From an optimization exercise on the open Yosys and OpenROAD flow, aimed at small area, a short achievable clock period and few clock cycles per item; shortcuts taken in it are not production practice. Only simulation tests tie the RTL to the original design; equivalence was not proved.

## oak
## compass_heading_hard_iron_cal
module compass_heading_hard_iron_cal (
  input  logic               clk,
  input  logic               rst,
  input  logic               sample_valid,
  output logic               sample_ready,
  input  logic [1:0]         action,
  input  logic signed [15:0] mag_x,
  input  logic signed [15:0] mag_y,
  input  logic signed [15:0] mag_z,
  output logic               result_valid,
  input  logic               result_ready,
  output logic [8:0]         heading_deg,
  output logic signed [15:0] offset_x,
  output logic signed [15:0] offset_y,
  output logic signed [15:0] offset_z
);
  localparam int CAP = 20;    
  localparam int QN  = 19;     
  localparam int QW  = 5;     
  localparam int CW  = 5;   
  logic              in_v;
  logic [1:0]        in_act;
  logic signed [15:0] in_x, in_y, in_z;
  logic              in_fire;
  assign in_fire = sample_valid && sample_ready;
  always_ff @(posedge clk) begin
    if (rst) in_v <= 1'b0;
    else     in_v <= in_fire;
    in_act <= action;
    in_x   <= mag_x;
    in_y   <= mag_y;
    in_z   <= mag_z;
  end
  logic signed [15:0] mx_x, mx_y, mx_z, mn_x, mn_y, mn_z;
  logic signed [15:0] pe_x, pe_y, pe_z;    
  logic signed [16:0] sum_x, sum_y, sum_z;
  logic signed [16:0] mid_x, mid_y, mid_z;
  logic cal_start, cal_sample, cal_end;
  assign cal_start  = in_v && (in_act == 2'd1);
  assign cal_sample = in_v && (in_act == 2'd2);
  assign cal_end    = in_v && (in_act == 2'd3);
  assign sum_x = {mx_x[15], mx_x} + {mn_x[15], mn_x};
  assign sum_y = {mx_y[15], mx_y} + {mn_y[15], mn_y};
  assign sum_z = {mx_z[15], mx_z} + {mn_z[15], mn_z};
  assign mid_x = (sum_x + {16'd0, sum_x[16]}) >>> 1;
  assign mid_y = (sum_y + {16'd0, sum_y[16]}) >>> 1;
  assign mid_z = (sum_z + {16'd0, sum_z[16]}) >>> 1;
  always_ff @(posedge clk) begin
  ...
export LEC_CHECK = 0
export CAP_MARGIN = 20
export CORE_MARGIN = 2
export CORE_UTILIZATION = 65
export CTS_CLUSTER_DIAMETER = 80
export CTS_CLUSTER_SIZE = 30
export SETUP_SLACK_MARGIN = 5
export SLEW_MARGIN = 20
create_clock -name core_clock -period 9.0 [get_ports {clk}]
run.sh (not shown) runs the stock make flow with config.mk's settings and CLKGATE_MAP_FILE= SYNTH_SCRIPT=/design/flow/synth_recipe.tcl, a recipe that flattens the netlist after the stock synthesis.
Testbench counts of oak, summed over its fixed seeds: cycles 7,440, items 7,200.
The following lists how pine was set up differently from oak:
- changing CORE_UTILIZATION from 65 to 55
- removing CTS_CLUSTER_SIZE (formerly 30)
- removing CTS_CLUSTER_DIAMETER (formerly 80)
Notes after the runs:
- Looking at top routing layer in use, the met5 result is from pine; the met4 one comes from oak.
- Higher share of cell area taken by flip-flops and latches among pine and oak: oak
- Diff pine and oak: floorplan die area lower in oak
- Taking oak as the reference, in pine final routed wirelength across all metal layers now sits higher, part of the cycle the worst path needs now sits lower, non-clock buffer count now sits higher, overall via count from detail_route now sits at about the same level.
- From oak to pine the numbers moved as follows: number of buffers created by CTS grew by 88, setup slack grew by 0.070 ns, pin count of the biggest net entering global routing grew by about 14%.


compass_heading_hard_iron_cal, a different RTL version from the one above (not shown whole).
Size: about 1600 flip-flops, roughly 110 I/O pins.
clock: 9.0 ns
lec_check: 0
cap_margin: 20
core_margin: 2
core_utilization: 65
cts_cluster_diameter: 70
cts_cluster_size: 25
setup_slack_margin: 5
slew_margin: 20
The baseline finished with timing, DRC and antenna clean.
Testbench counts at the start, summed over its fixed seeds: cycles 7,428, items 7,200.
Rerun with:
--- a/flow/config.mk
+++ b/flow/config.mk
@@ -6,9 +6,9 @@
 export NUM_CORES = 4
 export LEC_CHECK = 0
-export CAP_MARGIN = 20
+export CAP_MARGIN = 10
 export CORE_MARGIN = 2
-export CORE_UTILIZATION = 65
-export CTS_CLUSTER_DIAMETER = 70
-export CTS_CLUSTER_SIZE = 25
+export CORE_UTILIZATION = 68
+export CTS_CLUSTER_DIAMETER = 75
+export CTS_CLUSTER_SIZE = 27
 export SETUP_SLACK_MARGIN = 5
-export SLEW_MARGIN = 20
+export SLEW_MARGIN = 10
=> Non-clock buffer count decreases by 10. Flip-flop and latch count stays the same. Utilization increases by 2.9 points. Cell count decreases by 0.49%. Wire length hardly moves.
Rerun with:
--- a/flow/config.mk
+++ b/flow/config.mk
@@ -6,9 +6,9 @@
 export NUM_CORES = 4
 export LEC_CHECK = 0
-export CAP_MARGIN = 10
+export CAP_MARGIN = 20
 export CORE_MARGIN = 2
-export CORE_UTILIZATION = 68
-export CTS_CLUSTER_DIAMETER = 75
-export CTS_CLUSTER_SIZE = 27
+export CORE_UTILIZATION = 65
+export CTS_CLUSTER_DIAMETER = 80
+export CTS_CLUSTER_SIZE = 30
 export SETUP_SLACK_MARGIN = 5
-export SLEW_MARGIN = 10
+export SLEW_MARGIN = 20
Outcome: Final cell count hardly moves; design area stays flat; first-iteration DRC count fell by roughly a tenth; setup slack is better by 31 ps; synthesized cell count stays the same; non-clock buffer count rose by 15.
Rerun with:
--- a/flow/config.mk
+++ b/flow/config.mk
@@ -6,9 +6,9 @@
 export NUM_CORES = 4
 export LEC_CHECK = 0
-export CAP_MARGIN = 20
+export CAP_MARGIN = 0
 export CORE_MARGIN = 2
 export CORE_UTILIZATION = 65
-export CTS_CLUSTER_DIAMETER = 80
-export CTS_CLUSTER_SIZE = 30
+export CTS_CLUSTER_DIAMETER = 70
+export CTS_CLUSTER_SIZE = 25
 export SETUP_SLACK_MARGIN = 5
-export SLEW_MARGIN = 20
+export SLEW_MARGIN = 0
=> Core utilization rose by 0.44 points; die area stays the same; fmax hardly moves; count of clock-buffer cells in the layout came out higher by 32; routed wire length is about the same; final cell count hardly moves; design area came out higher by 0.61%; synthesized cell count stays the same; area after synthesis does not change.


== run Y ==
compass_heading_hard_iron_cal, a different RTL version from the one above (not shown whole).
Size: ~1600 flip-flops, roughly 110 I/O pins, ~90000 sq um of cells after synthesis.
make LEC_CHECK=0 CAP_MARGIN=20 CORE_MARGIN=2 CORE_UTILIZATION=70 CTS_CLUSTER_DIAMETER=70 CTS_CLUSTER_SIZE=25 SETUP_SLACK_MARGIN=5 SLEW_MARGIN=20 finish   # period 9.0 ns
Testbench counts of run Y, summed over its fixed seeds: cycles 7,440, items 7,200.
--- input diff run Y..run A ---
Settings: swapping 70 for 65 in CORE_UTILIZATION.
## What came out
- Cmp run A and run Y / first-iteration DRC count / lower: run A
- Run A vs run Y, worst setup path endpoint: p16_p15 vs result_valid
- Of the two values seen for launch point of the worst path, p15_Y[28] was produced by run A and result_valid by run Y.
- As far as post-synthesis cell area goes, run A and run Y are indistinguishable; the numbers are identical.


JK:
compass_heading_hard_iron_cal, a different RTL version from the one above (not shown whole).
Size: roughly 9500 cells after synthesis, ~110 I/O pins.
make LEC_CHECK=0 CAP_MARGIN=0 CORE_MARGIN=2 CORE_UTILIZATION=65 CTS_CLUSTER_DIAMETER=70 CTS_CLUSTER_SIZE=25 SETUP_SLACK_MARGIN=5 SLEW_MARGIN=0 finish   # period 9.0 ns
Testbench counts of JK, summed over its fixed seeds: cycles 7,428, items 7,200.
[inputs] MS vs JK
Settings: a change of CAP_MARGIN from 0 to 20; a change of SLEW_MARGIN from 0 to 20.
==> comparison <==
From MS to JK, number of buffers added by the clock tree synthesis step did not move at all.
On maximum clock rate, MS tracks JK almost exactly.
The number of fillers in the final layout was comparable across MS and JK.
Via count: MS vs JK, no meaningful difference
Between JK and MS, the register-to-register path setup slack does not differ in any meaningful way.

==> what the ideal ports hide <==
The flow's constraints put no driver on any port. The routed layouts listed below were extracted and timed again, unchanged, in two steps. Step 1 sets driving cells, clkbuf_16 on the clock port and buf_2 on the other inputs (assumed; they add their load-dependent delay and slew). Step 2 adds t to the input delays and takes it off the output delays; t is the mean of the earliest and latest rising clock arrival at the registers after step 1. Input paths then give back, and output paths get back, about the clock's delay inside the block. Three values: ideal ports, drivers, drivers and shift; two values: the first two.
| run | shift t [ns] | setup WS [ns] | worst register clock-pin slew, ns |
|---|---|---|---|
| oak | 0.834 | 5.054 / 5.054 / 4.488 | 0.12 / 0.12 |
| pine | 0.909 | 5.124 / 5.124 / 4.359 | 0.07 / 0.07 |
| the first run of note 2 | 0.816 | 5.097 / 5.097 / 4.352 | 0.10 / 0.10 |
| the second run of note 2 | 0.817 | 5.058 / 5.058 / 4.250 | 0.11 / 0.11 |
| the third run of note 2 | 0.797 | 5.088 / 5.088 / 4.385 | 0.11 / 0.11 |
| the fourth run of note 2 | 0.816 | 5.090 / 5.083 / 4.268 | 0.10 / 0.10 |
| run Y | 0.829 | 5.053 / 4.976 / 4.298 | 0.10 / 0.10 |
| run A | 0.831 | 5.044 / 5.009 / 4.286 | 0.10 / 0.10 |
| JK | 0.829 | 5.088 / 5.088 / 4.329 | 0.10 / 0.10 |
| MS | 0.831 | 5.088 / 5.088 / 4.329 | 0.10 / 0.10 |
After both steps setup and hold are still met in every run listed. The setup slack of the fourth run of note 2, which loses most, moves by -0.007 ns with the drivers and by -0.822 ns with both steps.
